This is an optimization exercise on Yosys and OpenROAD, whose aim is small area, a short achievable clock period and few clock cycles, not a production implementation. Function was checked by simulation only, so behaviour that the tests miss may differ from the original. No activity file was given, so power comes from the tool's default toggle rates.

==> design.v <==
`timescale 1ns/1ps
package cmdq_cmd_pkg;
localparam int CMD_WIDTH = 32;
localparam int MEM_ADDR_WIDTH = 8;
localparam int MEM_DATA_WIDTH = 16;
localparam int MEM_DEPTH = 1 << MEM_ADDR_WIDTH;
localparam int COPY_LEN_WIDTH = 6;
localparam logic [1:0] OP_STORE = 2'b01;
localparam logic [1:0] OP_COPY = 2'b10;
typedef union packed {
	struct packed {
		logic [1:0] opcode;
		logic [MEM_ADDR_WIDTH-1:0] addr;
		logic [5:0] unused;
		logic [MEM_DATA_WIDTH-1:0] data;
	} store;
	struct packed {
		logic [1:0] opcode;
		logic [MEM_ADDR_WIDTH-1:0] dst;
		logic [MEM_ADDR_WIDTH-1:0] src;
		logic [COPY_LEN_WIDTH-1:0] len;
		logic [7:0] unused;
	} copy;
} cmd_word_u;
endpackage
`timescale 1ns/1ps
package cmdq_apb_pkg;
localparam logic [11:0] REG_CMD = 12'h000;
localparam logic [11:0] REG_STATUS = 12'h004;
localparam logic [11:0] REG_DONE = 12'h008;
localparam logic [11:0] REG_BAD = 12'h00C;
localparam logic [11:0] WIN_BASE = 12'h400;
localparam int ST_EMPTY = 0;
localparam int ST_FULL = 1;
localparam int ST_ALMOST_FULL = 2;
localparam int ST_IDLE = 3;
localparam int COUNT_WIDTH = 16;
endpackage
`timescale 1ns/1ps
module block_ram #(
	parameter int ADDR_WIDTH = 8,
	parameter int DATA_WIDTH = 16,
	parameter int DEPTH = 256
) (
	input logic clk,
	input logic [ADDR_WIDTH-1:0] addr,
	input logic [DATA_WIDTH-1:0] i_data,
	input logic we,
	output logic [DATA_WIDTH-1:0] o_data
);
logic [DATA_WIDTH-1:0] mem [DEPTH];
always_ff @(posedge clk) begin
	if (we)
		mem[addr] <= i_data;
	o_data <= mem[addr];
end
endmodule
`timescale 1ns/1ps
module cmd_fifo #(
	parameter int DATA_WIDTH = 32,
	parameter int FIFO_DEPTH = 16,
	parameter int FIFO_ADDR_WIDTH = 4
) (
	input logic clk,
	input logic reset,
	input logic [DATA_WIDTH-1:0] wdata,
	input logic write_valid,
	output logic write_ready,
	output logic [DATA_WIDTH-1:0] rdata,
	output logic read_valid,
	input logic read_ready,
	output logic almost_full,
	output logic full,
	output logic empty
);
logic [FIFO_ADDR_WIDTH-1:0] write_ptr;
logic [FIFO_ADDR_WIDTH-1:0] read_ptr;
logic [FIFO_ADDR_WIDTH-1:0] write_ptr_next;
logic [FIFO_ADDR_WIDTH-1:0] read_ptr_next;
logic [FIFO_ADDR_WIDTH-1:0] ram_addr;
logic write_xfer;
logic read_xfer;
logic both_xfer;
logic has_data;
logic is_full;
block_ram #(
	.ADDR_WIDTH(FIFO_ADDR_WIDTH),
	.DATA_WIDTH(DATA_WIDTH),
	.DEPTH(FIFO_DEPTH)
) ram (
	.clk(clk),
	.addr(ram_addr),
	.i_data(wdata),
	.we(write_xfer),
	.o_data(rdata)
);
assign write_ready = write_valid && !is_full;
assign write_xfer = write_valid && write_ready;
assign read_xfer = read_valid && read_ready;
assign both_xfer = write_xfer && read_xfer;
assign ram_addr = write_xfer ? write_ptr : read_ptr;
assign write_ptr_next = (write_ptr == FIFO_DEPTH - 1) ? '0 : write_ptr + 1'b1;
assign read_ptr_next = (read_ptr == FIFO_DEPTH - 1) ? '0 : read_ptr + 1'b1;
assign almost_full = (write_ptr_next == read_ptr);
assign full = is_full;
assign empty = !has_data;
always_ff @(posedge clk) begin
	if (reset) begin
		write_ptr <= '0;
		read_ptr <= '0;
		has_data <= 1'b0;
		is_full <= 1'b0;
	end else begin
		if (write_xfer) begin
			write_ptr <= write_ptr_next;
			has_data <= 1'b1;
			if (almost_full)
				is_full <= 1'b1;
		end
		if (read_xfer) begin
			read_ptr <= read_ptr_next;
			is_full <= 1'b0;
			if (read_ptr_next == write_ptr && !both_xfer)
				has_data <= 1'b0;
		end
	end
end
always_ff @(posedge clk) begin
	if (reset) begin
		read_valid <= 1'b0;
	end else begin
		if (has_data && !read_valid && !write_xfer)
			read_valid <= 1'b1;
		if (read_xfer || write_xfer)
			read_valid <= 1'b0;
	end
end
endmodule
`timescale 1ns/1ps
module apb_regs (
	input logic clk,
	input logic reset,
	input logic [11:0] paddr,
	input logic psel,
	input logic penable,
	input logic pwrite,
	input logic [31:0] pwdata,
	output logic [31:0] prdata,
	output logic pready,
	output logic pslverr,
	output logic [cmdq_cmd_pkg::CMD_WIDTH-1:0] wdata,
	output logic write_valid,
	input logic write_ready,
	input logic empty,
	input logic full,
	input logic almost_full,
	input logic exec_idle,
	input logic cmd_done,
	input logic cmd_bad,
	output logic req,
	output logic we,
	output logic [cmdq_cmd_pkg::MEM_ADDR_WIDTH-1:0] addr,
	output logic [cmdq_cmd_pkg::MEM_DATA_WIDTH-1:0] mem_wdata,
	input logic gnt,
	input logic [cmdq_cmd_pkg::MEM_DATA_WIDTH-1:0] mem_rdata
);
logic access;
logic hit_cmd;
logic hit_status;
logic hit_done;
logic hit_bad;
logic hit_win;
logic bad_access;
logic win_rd_wait;
logic [cmdq_apb_pkg::COUNT_WIDTH-1:0] done_count;
logic [cmdq_apb_pkg::COUNT_WIDTH-1:0] bad_count;
assign access = psel && penable;
assign hit_cmd = (paddr == cmdq_apb_pkg::REG_CMD);
assign hit_status = (paddr == cmdq_apb_pkg::REG_STATUS);
assign hit_done = (paddr == cmdq_apb_pkg::REG_DONE);
assign hit_bad = (paddr == cmdq_apb_pkg::REG_BAD);
assign hit_win = (paddr[11:10] == cmdq_apb_pkg::WIN_BASE[11:10]);
assign bad_access = !(hit_cmd || hit_status || hit_done || hit_bad || hit_win) ||
	(pwrite && (hit_status || hit_done || hit_bad));
assign wdata = pwdata;
assign write_valid = access && pwrite && hit_cmd;
assign req = access && hit_win && !win_rd_wait;
assign we = pwrite;
assign addr = paddr[cmdq_cmd_pkg::MEM_ADDR_WIDTH+1:2];
assign mem_wdata = pwdata[cmdq_cmd_pkg::MEM_DATA_WIDTH-1:0];
always_comb begin
	pready = 1'b0;
	if (access) begin
		if (bad_access)
			pready = 1'b1;
		else if (hit_cmd)
			pready = pwrite ? write_ready : 1'b1;
		else if (hit_win)
			pready = pwrite ? gnt : win_rd_wait;
		else
			pready = 1'b1;
	end
end
assign pslverr = access && bad_access;
always_comb begin
	prdata = '0;
	if (hit_status) begin
		prdata[cmdq_apb_pkg::ST_EMPTY] = empty;
		prdata[cmdq_apb_pkg::ST_FULL] = full;
		prdata[cmdq_apb_pkg::ST_ALMOST_FULL] = almost_full;
		prdata[cmdq_apb_pkg::ST_IDLE] = empty && exec_idle;
	end else if (hit_done) begin
		prdata[cmdq_apb_pkg::COUNT_WIDTH-1:0] = done_count;
	end else if (hit_bad) begin
		prdata[cmdq_apb_pkg::COUNT_WIDTH-1:0] = bad_count;
	end else if (hit_win) begin
		prdata[cmdq_cmd_pkg::MEM_DATA_WIDTH-1:0] = mem_rdata;
	end
end
always_ff @(posedge clk) begin
	if (reset)
		win_rd_wait <= 1'b0;
	else if (win_rd_wait)
		win_rd_wait <= 1'b0;
	else if (req && gnt && !pwrite)
		win_rd_wait <= 1'b1;
end
always_ff @(posedge clk) begin
	if (reset) begin
		done_count <= '0;
		bad_count <= '0;
	end else begin
		if (cmd_done)
			done_count <= done_count + 1'b1;
		if (cmd_bad)
			bad_count <= bad_count + 1'b1;
	end
end
endmodule
`timescale 1ns/1ps
module mem_arbiter (
	input logic clk,
	input logic reset,
	input logic req_a,
	input logic we_a,
	input logic [cmdq_cmd_pkg::MEM_ADDR_WIDTH-1:0] addr_a,
	input logic [cmdq_cmd_pkg::MEM_DATA_WIDTH-1:0] wdata_a,
	output logic gnt_a,
	input logic req_b,
	input logic we_b,
	input logic [cmdq_cmd_pkg::MEM_ADDR_WIDTH-1:0] addr_b,
	input logic [cmdq_cmd_pkg::MEM_DATA_WIDTH-1:0] wdata_b,
	output logic gnt_b,
	output logic [cmdq_cmd_pkg::MEM_DATA_WIDTH-1:0] rdata,
	output logic [cmdq_cmd_pkg::MEM_ADDR_WIDTH-1:0] ram_addr,
	output logic [cmdq_cmd_pkg::MEM_DATA_WIDTH-1:0] ram_wdata,
	output logic ram_we,
	input logic [cmdq_cmd_pkg::MEM_DATA_WIDTH-1:0] ram_rdata
);
logic last_b;
assign gnt_a = req_a && (!req_b || last_b);
assign gnt_b = req_b && !gnt_a;
assign ram_addr = gnt_b ? addr_b : addr_a;
assign ram_wdata = gnt_b ? wdata_b : wdata_a;
assign ram_we = (gnt_a && we_a) || (gnt_b && we_b);
assign rdata = ram_rdata;
always_ff @(posedge clk) begin
	if (reset)
		last_b <= 1'b0;
	else if (gnt_a)
		last_b <= 1'b0;
	else if (gnt_b)
		last_b <= 1'b1;
end
endmodule
`timescale 1ns/1ps
module cmd_executor (
	input logic clk,
	input logic reset,
	input cmdq_cmd_pkg::cmd_word_u cmd,
	input logic read_valid,
	output logic read_ready,
	output logic req,
	output logic we,
	output logic [cmdq_cmd_pkg::MEM_ADDR_WIDTH-1:0] addr,
	output logic [cmdq_cmd_pkg::MEM_DATA_WIDTH-1:0] wdata,
	input logic gnt,
	input logic [cmdq_cmd_pkg::MEM_DATA_WIDTH-1:0] mem_rdata,
	output logic idle,
	output logic cmd_done,
	output logic cmd_bad
);
localparam logic [1:0] S_IDLE = 2'd0;
localparam logic [1:0] S_READ = 2'd1;
localparam logic [1:0] S_LATCH = 2'd2;
localparam logic [1:0] S_WRITE = 2'd3;
logic [1:0] state;
logic pop;
logic [cmdq_cmd_pkg::MEM_ADDR_WIDTH-1:0] src_addr;
logic [cmdq_cmd_pkg::MEM_ADDR_WIDTH-1:0] dst_addr;
logic [cmdq_cmd_pkg::COPY_LEN_WIDTH-1:0] remain;
logic [cmdq_cmd_pkg::MEM_DATA_WIDTH-1:0] data_word;
assign idle = (state == S_IDLE);
assign read_ready = idle;
assign pop = read_valid && read_ready;
assign req = (state == S_READ) || (state == S_WRITE);
assign we = (state == S_WRITE);
assign addr = (state == S_READ) ? src_addr : dst_addr;
assign wdata = data_word;
always_ff @(posedge clk) begin
	if (reset) begin
		state <= S_IDLE;
		cmd_done <= 1'b0;
		cmd_bad <= 1'b0;
	end else begin
		cmd_done <= 1'b0;
		cmd_bad <= 1'b0;
		case (state)
			S_IDLE: begin
				if (pop) begin
					if (cmd.store.opcode == cmdq_cmd_pkg::OP_STORE)
						state <= S_WRITE;
					else if (cmd.copy.opcode != cmdq_cmd_pkg::OP_COPY)
						cmd_bad <= 1'b1;
					else if (cmd.copy.len == '0)
						cmd_done <= 1'b1;
					else
						state <= S_READ;
				end
			end
			S_READ: begin
				if (gnt)
					state <= S_LATCH;
			end
			S_LATCH: begin
				state <= S_WRITE;
			end
			default: begin
				if (gnt) begin
					if (remain == 1) begin
						state <= S_IDLE;
						cmd_done <= 1'b1;
					end else begin
						state <= S_READ;
					end
				end
			end
		endcase
	end
end
always_ff @(posedge clk) begin
	if (pop) begin
		if (cmd.copy.opcode == cmdq_cmd_pkg::OP_COPY) begin
			dst_addr <= cmd.copy.dst;
			src_addr <= cmd.copy.src;
			remain <= cmd.copy.len;
		end else begin
			dst_addr <= cmd.store.addr;
			data_word <= cmd.store.data;
			remain <= 1;
		end
	end
	if (state == S_LATCH)
		data_word <= mem_rdata;
	if (state == S_WRITE && gnt) begin
		dst_addr <= dst_addr + 1'b1;
		src_addr <= src_addr + 1'b1;
		remain <= remain - 1'b1;
	end
end
endmodule
`timescale 1ns/1ps
module cmdq_top #(
	parameter int FIFO_DEPTH = 16,
	parameter int FIFO_ADDR_WIDTH = 4
) (
	input logic clk,
	input logic reset,
	input logic [11:0] paddr,
	input logic psel,
	input logic penable,
	input logic pwrite,
	input logic [31:0] pwdata,
	output logic [31:0] prdata,
	output logic pready,
	output logic pslverr
);
logic [cmdq_cmd_pkg::CMD_WIDTH-1:0] cmd_wdata;
logic cmd_write_valid;
logic cmd_write_ready;
logic [cmdq_cmd_pkg::CMD_WIDTH-1:0] cmd_rdata;
logic cmd_read_valid;
logic cmd_read_ready;
logic fifo_almost_full;
logic fifo_full;
logic fifo_empty;
logic exec_req;
logic exec_we;
logic [cmdq_cmd_pkg::MEM_ADDR_WIDTH-1:0] exec_addr;
logic [cmdq_cmd_pkg::MEM_DATA_WIDTH-1:0] exec_wdata;
logic exec_gnt;
logic exec_idle;
logic cmd_done;
logic cmd_bad;
logic win_req;
logic win_we;
logic [cmdq_cmd_pkg::MEM_ADDR_WIDTH-1:0] win_addr;
logic [cmdq_cmd_pkg::MEM_DATA_WIDTH-1:0] win_wdata;
logic win_gnt;
logic [cmdq_cmd_pkg::MEM_DATA_WIDTH-1:0] mem_rdata;
logic [cmdq_cmd_pkg::MEM_ADDR_WIDTH-1:0] ram_addr;
logic [cmdq_cmd_pkg::MEM_DATA_WIDTH-1:0] ram_wdata;
logic ram_we;
logic [cmdq_cmd_pkg::MEM_DATA_WIDTH-1:0] ram_rdata;
cmd_fifo #(
	.DATA_WIDTH(cmdq_cmd_pkg::CMD_WIDTH),
	.FIFO_DEPTH(FIFO_DEPTH),
	.FIFO_ADDR_WIDTH(FIFO_ADDR_WIDTH)
) fifo0 (
	.clk(clk),
	.reset(reset),
	.wdata(cmd_wdata),
	.write_valid(cmd_write_valid),
	.write_ready(cmd_write_ready),
	.rdata(cmd_rdata),
	.read_valid(cmd_read_valid),
	.read_ready(cmd_read_ready),
	.almost_full(fifo_almost_full),
	.full(fifo_full),
	.empty(fifo_empty)
);
apb_regs regs0 (
	.clk(clk),
	.reset(reset),
	.paddr(paddr),
	.psel(psel),
	.penable(penable),
	.pwrite(pwrite),
	.pwdata(pwdata),
	.prdata(prdata),
	.pready(pready),
	.pslverr(pslverr),
	.wdata(cmd_wdata),
	.write_valid(cmd_write_valid),
	.write_ready(cmd_write_ready),
	.empty(fifo_empty),
	.full(fifo_full),
	.almost_full(fifo_almost_full),
	.exec_idle(exec_idle),
	.cmd_done(cmd_done),
	.cmd_bad(cmd_bad),
	.req(win_req),
	.we(win_we),
	.addr(win_addr),
	.mem_wdata(win_wdata),
	.gnt(win_gnt),
	.mem_rdata(mem_rdata)
);
cmd_executor exec0 (
	.clk(clk),
	.reset(reset),
	.cmd(cmd_rdata),
	.read_valid(cmd_read_valid),
	.read_ready(cmd_read_ready),
	.req(exec_req),
	.we(exec_we),
	.addr(exec_addr),
	.wdata(exec_wdata),
	.gnt(exec_gnt),
	.mem_rdata(mem_rdata),
	.idle(exec_idle),
	.cmd_done(cmd_done),
	.cmd_bad(cmd_bad)
);
mem_arbiter arb0 (
	.clk(clk),
	.reset(reset),
	.req_a(exec_req),
	.we_a(exec_we),
	.addr_a(exec_addr),
	.wdata_a(exec_wdata),
	.gnt_a(exec_gnt),
	.req_b(win_req),
	.we_b(win_we),
	.addr_b(win_addr),
	.wdata_b(win_wdata),
	.gnt_b(win_gnt),
	.rdata(mem_rdata),
	.ram_addr(ram_addr),
	.ram_wdata(ram_wdata),
	.ram_we(ram_we),
	.ram_rdata(ram_rdata)
);
block_ram #(
	.ADDR_WIDTH(cmdq_cmd_pkg::MEM_ADDR_WIDTH),
	.DATA_WIDTH(cmdq_cmd_pkg::MEM_DATA_WIDTH),
	.DEPTH(cmdq_cmd_pkg::MEM_DEPTH)
) scratch0 (
	.clk(clk),
	.addr(ram_addr),
	.i_data(ram_wdata),
	.we(ram_we),
	.o_data(ram_rdata)
);
endmodule
==> run.sh <==
#!/bin/bash
# synth_recipe.tcl (not shown) runs the flow's synth.tcl, then flattens the netlist and writes it again
# the make line also repeats each setting of config.mk as NAME=value (left out here)
make -C /OpenROAD-flow-scripts/flow DESIGN_CONFIG=/design/flow/config.mk WORK_HOME=/design/flow/orfs CLKGATE_MAP_FILE= SYNTH_SCRIPT=/design/flow/synth_recipe.tcl finish
==> config.mk <==
export PLATFORM = sky130hd
export DESIGN_NAME = cmdq_top
export DESIGN_NICKNAME = cmdq_top
export VERILOG_FILES = /design/flow/design.v
export SDC_FILE = /design/flow/constraint.sdc
export NUM_CORES = 4
export LEC_CHECK = 0
export CAP_MARGIN = 20
export CELL_PAD_IN_SITES_DETAIL_PLACEMENT = 1
export CELL_PAD_IN_SITES_GLOBAL_PLACEMENT = 2
export CORE_MARGIN = 2
export CORE_UTILIZATION = 35
export SLEW_MARGIN = 20
export SYNTH_MEMORY_MAX_BITS = 8192
==> constraint.sdc <==
create_clock -name core_clock -period 8.0 [get_ports {clk}]
set_input_delay 1.6000 -clock core_clock [delete_from_list [all_inputs] [get_ports {clk}]]
set_output_delay 1.6000 -clock core_clock [all_outputs]
set_load 0.01 [all_outputs]
==> run notes <==
power by group through the flow:
| stage | clock network (W) | registers (W) | logic [W] |
|---|---|---|---|
| global placement | 0 | 0.0283 | 0.00870 |
| detailed placement | 0 | 0.0283 | 0.00881 |
| floorplan | 0 | 0.0282 | 0.00437 |
| global route | 0.0253 | 0.0278 | 0.00925 |
| CTS | 0.0244 | 0.0278 | 0.00883 |
| finish | 0.0239 | 0.0278 | 0.00884 |
cell type report:
type | instances | area, um^2
fillers | 52550 | 312500
flip-flops and latches | 4743 | 141500
repair buffers | 891 | 8163
well taps | 6994 | 8751
inverters | 14 | 52.55
clock buffers | 695 | 14270
clock inverters | 268 | 2633
diodes | 23 | 57.56
multi-input cells | 6896 | 41630
worst register-to-register path, delay by kind of cell (launching register included):
kind                       cells  cell delay [ps]
buffers and inverters          6             1770
AOI/OAI and AO/OA              5             1970
adders and majority gates      1              800
DFF                            1              340
and+or+nand+nor                4             2010
cells by family after synthesis:
logic type | after synthesis
XOR/XNOR | 54
AND/OR/NAND/NOR | 4000
AO/OA/AOI/OAI | 2169
other | 1
multiplexers | 643
buffers and inverters | 922
adder cells (fa/ha/maj) | 14
flip-flops | 4743
cells in the mapped netlist (all sizes together), types with 160 or more instances:
| cell type | n | share of area [%] |
|---|---|---|
| a221oi | 160 | 0.75 |
| nand3 | 492 | 1.3 |
| edfxtp | 4646 | 75 |
| clkbuf | 478 | 0.96 |
| a311oi | 295 | 1.4 |
| and3 | 526 | 1.8 |
| nor2 | 361 | 0.73 |
| buf | 430 | 1.2 |
| a21oi | 449 | 1.2 |
| mux2i | 620 | 3.3 |
| a211oi | 504 | 2.1 |
| nand2 | 2289 | 4.6 |
sequential cells by signal, summed over array words and instances (netlist names), 2 cells and up:
name	cells
exec0.remain	6
scratch0.o_data	16
exec0.data_word	16
fifo0.read_ptr	4
fifo0.ram.mem	512
scratch0.mem	4096
exec0.dst_addr	8
exec0.src_addr	8
exec0.state	2
regs0.bad_count	16
fifo0.ram.o_data	32
fifo0.write_ptr	4
regs0.done_count	16
layout by cell type, fill, tap and decap left out, types with 32 or more instances in the layout:
master,n
xor2_1,34
buf_12,105
or4_1,33
clkinv_1,122
edfxtp_1,4646
nor2_1,309
a31oi_1,135
o22ai_1,112
clkbuf_16,546
and3_1,526
a211oi_1,483
clkinv_2,61
clkdlybuf4s50_1,65
nor3_1,69
nand3_1,483
o31ai_1,32
a311oi_1,295
a222oi_1,128
buf_4,718
nor4_1,130
a221oi_1,160
dfxtp_1,97
nand2_1,2250
mux2i_1,614
o21ai_0,132
clkbuf_1,144
a21oi_1,447
metal layers:
metal,global-route usage (%),vias up
met4,6.871,14
met5,0,-
li1,-,49960
met2,38.34,3948
met1,33.60,61900
met3,3.377,860
final timing paths:
path | slack (ps) | from | endpoint
worst max-delay path | 970 | psel | scratch0.o_data[10]
worst min-delay path | 510 | regs0.done_count[9] | regs0.done_count[9]
worst min register to register | 510 | regs0.done_count[9] | regs0.done_count[9]
worst max register to register | 980 | exec0.state[1] | scratch0.o_data[10]
stage by stage:
stage,setup TNS (ps),hold slack [ps]
after floorplan,0,463.3
after global placement,-895.0,484.6
after detailed placement,-16.01,506.7
after CTS,0,514.4
after global routing,0,545.2
final,0,505.6
==> run notes <==
# TYPE chip_impl_metric gauge
chip_impl_metric{name="grt_max_degree",unit=""} 129
chip_impl_metric{name="synth-warning-count",unit=""} 6
chip_impl_metric{name="final_net_count",unit=""} 13150
chip_impl_metric{name="count_of_mapped_cells_out_of_synthesis",unit=""} 12550
chip_impl_metric{name="totalWireLength",unit="mm"} 659.6
chip_impl_metric{name="cp_num_cells",unit=""} 16
chip_impl_metric{name="irDropWorstVdd",unit="mV"} 0.2737
chip_impl_metric{name="ys_async_sr_fraction",unit="%"} 0
chip_impl_metric{name="seqPwrFrac",unit="%"} 45.9
chip_impl_metric{name="post_dp_cell_area",unit="um^2"} 200000
chip_impl_metric{name="min_path_cells",unit=""} 2
chip_impl_metric{name="power_frac_clock",unit="%"} 39.5
chip_impl_metric{name="cts.hold.buffers_added",unit=""} 0
chip_impl_metric{name="initial_core_utilization",unit="%"} 35.18
chip_impl_metric{name="worst_slew_pin_slew",unit="ps"} 1252
chip_impl_metric{name="yosys.area_share.xor_xnor",unit="%"} 0.2539
chip_impl_metric{name="wire_per_inst",unit="um"} 32.14
chip_impl_metric{name="placedCellCount",unit=""} 19540
chip_impl_metric{name="mappedNetlistArea",unit="um^2"} 186300
chip_impl_metric{name="p_per_area",unit="nW/um^2"} 279.1
chip_impl_info{name="grt_setup_unrepaired",value="no"} 1
chip_impl_metric{name="total_power",unit="W"} 0.06057
chip_impl_metric{name="postLayoutSetupSlackWorst",unit="ps"} 972.0
chip_impl_metric{name="yosys.area_share.adder",unit="%"} 0.09404
chip_impl_metric{name="cts.htree.levels",unit=""} 6
chip_impl_metric{name="synthSimpleGateAreaFrac",unit="%"} 9.565
chip_impl_metric{name="slew-limit-headroom",unit="%"} 16.34
chip_impl_metric{name="buffers_added_on_ports",unit=""} 66
chip_impl_metric{name="globalRouteOverflowTotal",unit=""} 0
chip_impl_metric{name="die_area",unit="um^2"} 538000
chip_impl_metric{name="via_count_of_the_first_global_routing_pass",unit=""} 117900
chip_impl_metric{name="final-hold-violation-count",unit=""} 0
chip_impl_info{name="dominantRegCellSynth",value="edfxtp_1"} 1
chip_impl_info{name="start_kind",value="primary input"} 1
chip_impl_metric{name="top_level_ports",unit=""} 83
chip_impl_metric{name="r2r.worst_path.cells",unit=""} 16
chip_impl_metric{name="vias",unit=""} 116700
chip_impl_metric{name="grt_util_all_layers",unit="%"} 23.79
chip_impl_metric{name="synthToLayoutAreaGrowth",unit="%"} 16.51
chip_impl_metric{name="intPower",unit="W"} 0.04350
chip_impl_metric{name="worst_skew_pair.late_latency",unit="ps"} 1090
chip_impl_metric{name="layout-drive-gt1-share",unit="%"} 12.79
chip_impl_metric{name="die_height",unit="um"} 733.5
chip_impl_metric{name="dr.pass1.iters",unit=""} 9
chip_impl_info{name="min-delay-path-class",value="reg -> reg"} 1
chip_impl_info{name="critical_path.cell_chain",value="clkdlybuf4s50_1 -> nand2_1 -> buf_4 -> o31ai_4 -> buf_12 -> nand2_8 -> buf_12 -> buf_12 -> nand2_1 -> buf_4 -> o22ai_1 -> nor4_1 -> a31oi_1 -> o31ai_2 -> buf_4 -> o311ai_1"} 1
chip_impl_metric{name="vias_per_cell",unit=""} 5.685
chip_impl_metric{name="route.met2.wl",unit="mm"} 308.1
chip_impl_metric{name="worstPathBufferInverterCount",unit=""} 7
chip_impl_metric{name="skew",unit="ps"} 57.21
chip_impl_metric{name="crit_path_dat",unit="ps"} 7970
chip_impl_metric{name="muxShareOfSynthArea",unit="%"} 3.471
chip_impl_metric{name="drtAntennaViolNets",unit=""} 0
chip_impl_info{name="maxUsedRoutingLayer",value="met5"} 1
chip_impl_metric{name="number_of_antenna_violations_at_the_first_check_in_global_routing",unit=""} 51
chip_impl_metric{name="final_design_area_no_fill",unit="um^2"} 217000
chip_impl_metric{name="yosys_register_bits",unit=""} 4743
chip_impl_metric{name="placeableCoreArea",unit="um^2"} 529500
chip_impl_metric{name="max_cap_viol_count",unit=""} 0
chip_impl_metric{name="detailedRoute.firstIterationViolations",unit=""} 12450
chip_impl_metric{name="instances_no_fill",unit=""} 20520
chip_impl_metric{name="synth_area_in_compound_gates",unit="%"} 8.444
chip_impl_metric{name="max_clock_freq",unit="MHz"} 142.3
chip_impl_info{name="run_status",value="complete, no violations"} 1
chip_impl_metric{name="grt_first_pass_wirelength",unit="mm"} 924.8
chip_impl_info{name="tritoncts",value="done"} 1
chip_impl_metric{name="post_synth_num_cell_types",unit=""} 80
chip_impl_metric{name="synthesis.area_per_instance",unit="um^2"} 14.85
chip_impl_metric{name="clkSlewWorstSetupHoldPaths",unit="ps"} 60
chip_impl_metric{name="synth.yosys.seq_area_share",unit="%"} 75.94
chip_impl_metric{name="post_cts_resized",unit=""} 0
chip_impl_metric{name="drc",unit=""} 0
chip_impl_metric{name="cellLeakagePower",unit="nW"} 72.20
chip_impl_metric{name="p_switching",unit="W"} 0.01707
chip_impl_metric{name="post_cts_buffers",unit=""} 0
chip_impl_metric{name="wl_met3",unit="mm"} 40.78
chip_impl_info{name="type_of_the_worst_setup_path",value="in -> reg"} 1
chip_impl_metric{name="number_of_standard_cell_rows_in_the_floorplan",unit=""} 267
chip_impl_metric{name="timing.final.max_slew_violations",unit=""} 0
chip_impl_metric{name="combinationalPowerShare",unit="%"} 14.6
chip_impl_metric{name="final_min_period_over_clock_period",unit="%"} 87.85
chip_impl_metric{name="detail_route.wirelength.met1",unit="mm"} 290.0
chip_impl_info{name="crit_path_top_delay_cell",value="o31ai_2"} 1
chip_impl_info{name="main_combinational_cell_family_by_area_after_synthesis",value="simple AND/OR/NAND/NOR gates"} 1
chip_impl_metric{name="place.gp.congestion",unit=""} 0.8652
chip_impl_metric{name="worst_path_max_fanout",unit=""} 64
chip_impl_metric{name="worst-endpoint-required",unit="ps"} 8940
chip_impl_info{name="cpLargestDelayFamily",value="buffers and inverters"} 1
chip_impl_metric{name="die_width",unit="um"} 733.5
chip_impl_metric{name="synth_enable_flop_cells",unit=""} 4646
chip_impl_metric{name="post-dp-hpwl",unit="mm"} 400.6
chip_impl_info{name="worst_setup_path_end_kind",value="register"} 1
chip_impl_metric{name="swShare",unit="%"} 28.17
chip_impl_metric{name="cts_inserted_buffers",unit=""} 536
chip_impl_metric{name="clock_tree_buf_depth",unit=""} 4
chip_impl_metric{name="final_period_minus_worst_setup_slack",unit="ps"} 7028
chip_impl_metric{name="clock-sinks",unit=""} 4743
chip_impl_metric{name="setup_viol_count_final",unit=""} 0
chip_impl_metric{name="post-place-ws",unit="ps"} -16.01
chip_impl_metric{name="largest_incremental_delay_on_the_critical_path",unit="ps"} 870
chip_impl_info{name="root_buffer_master",value="clkbuf_16"} 1
chip_impl_metric{name="utilization",unit="%"} 40.99
Testbench counts, summed over its fixed seeds: cycles 48,161.

## afterwards: timing with drivers on the ports
Ports are ideal in the flow. The routed layout listed here was re-timed in OpenROAD.
Step 1: set_driving_cell puts a clkbuf_16 on clk and a buf_2 on each other input, an assumption about the parent block.
Step 2 moves the port delays by t, midway between the first and last clock arrival at a register: inputs arrive t later, outputs are due t later. That takes back most of the time a late clock gives input paths.
Slacks: ideal / step 1 / step 2; pairs: ideal / step 1.
t (ns): 1.185
slack for setup (ns): 0.972 / 0.983 / -0.113
hold WS [ns]: 0.506 / 0.506 / 0.506
worst setup path at the end: input to register
worst data-port slew with drivers (ns): 0.14
Met with ideal ports but missed after step 2: setup timing in this run. For this run, drivers alone change the setup slack by +0.011 ns; drivers and shift together by -1.085 ns.
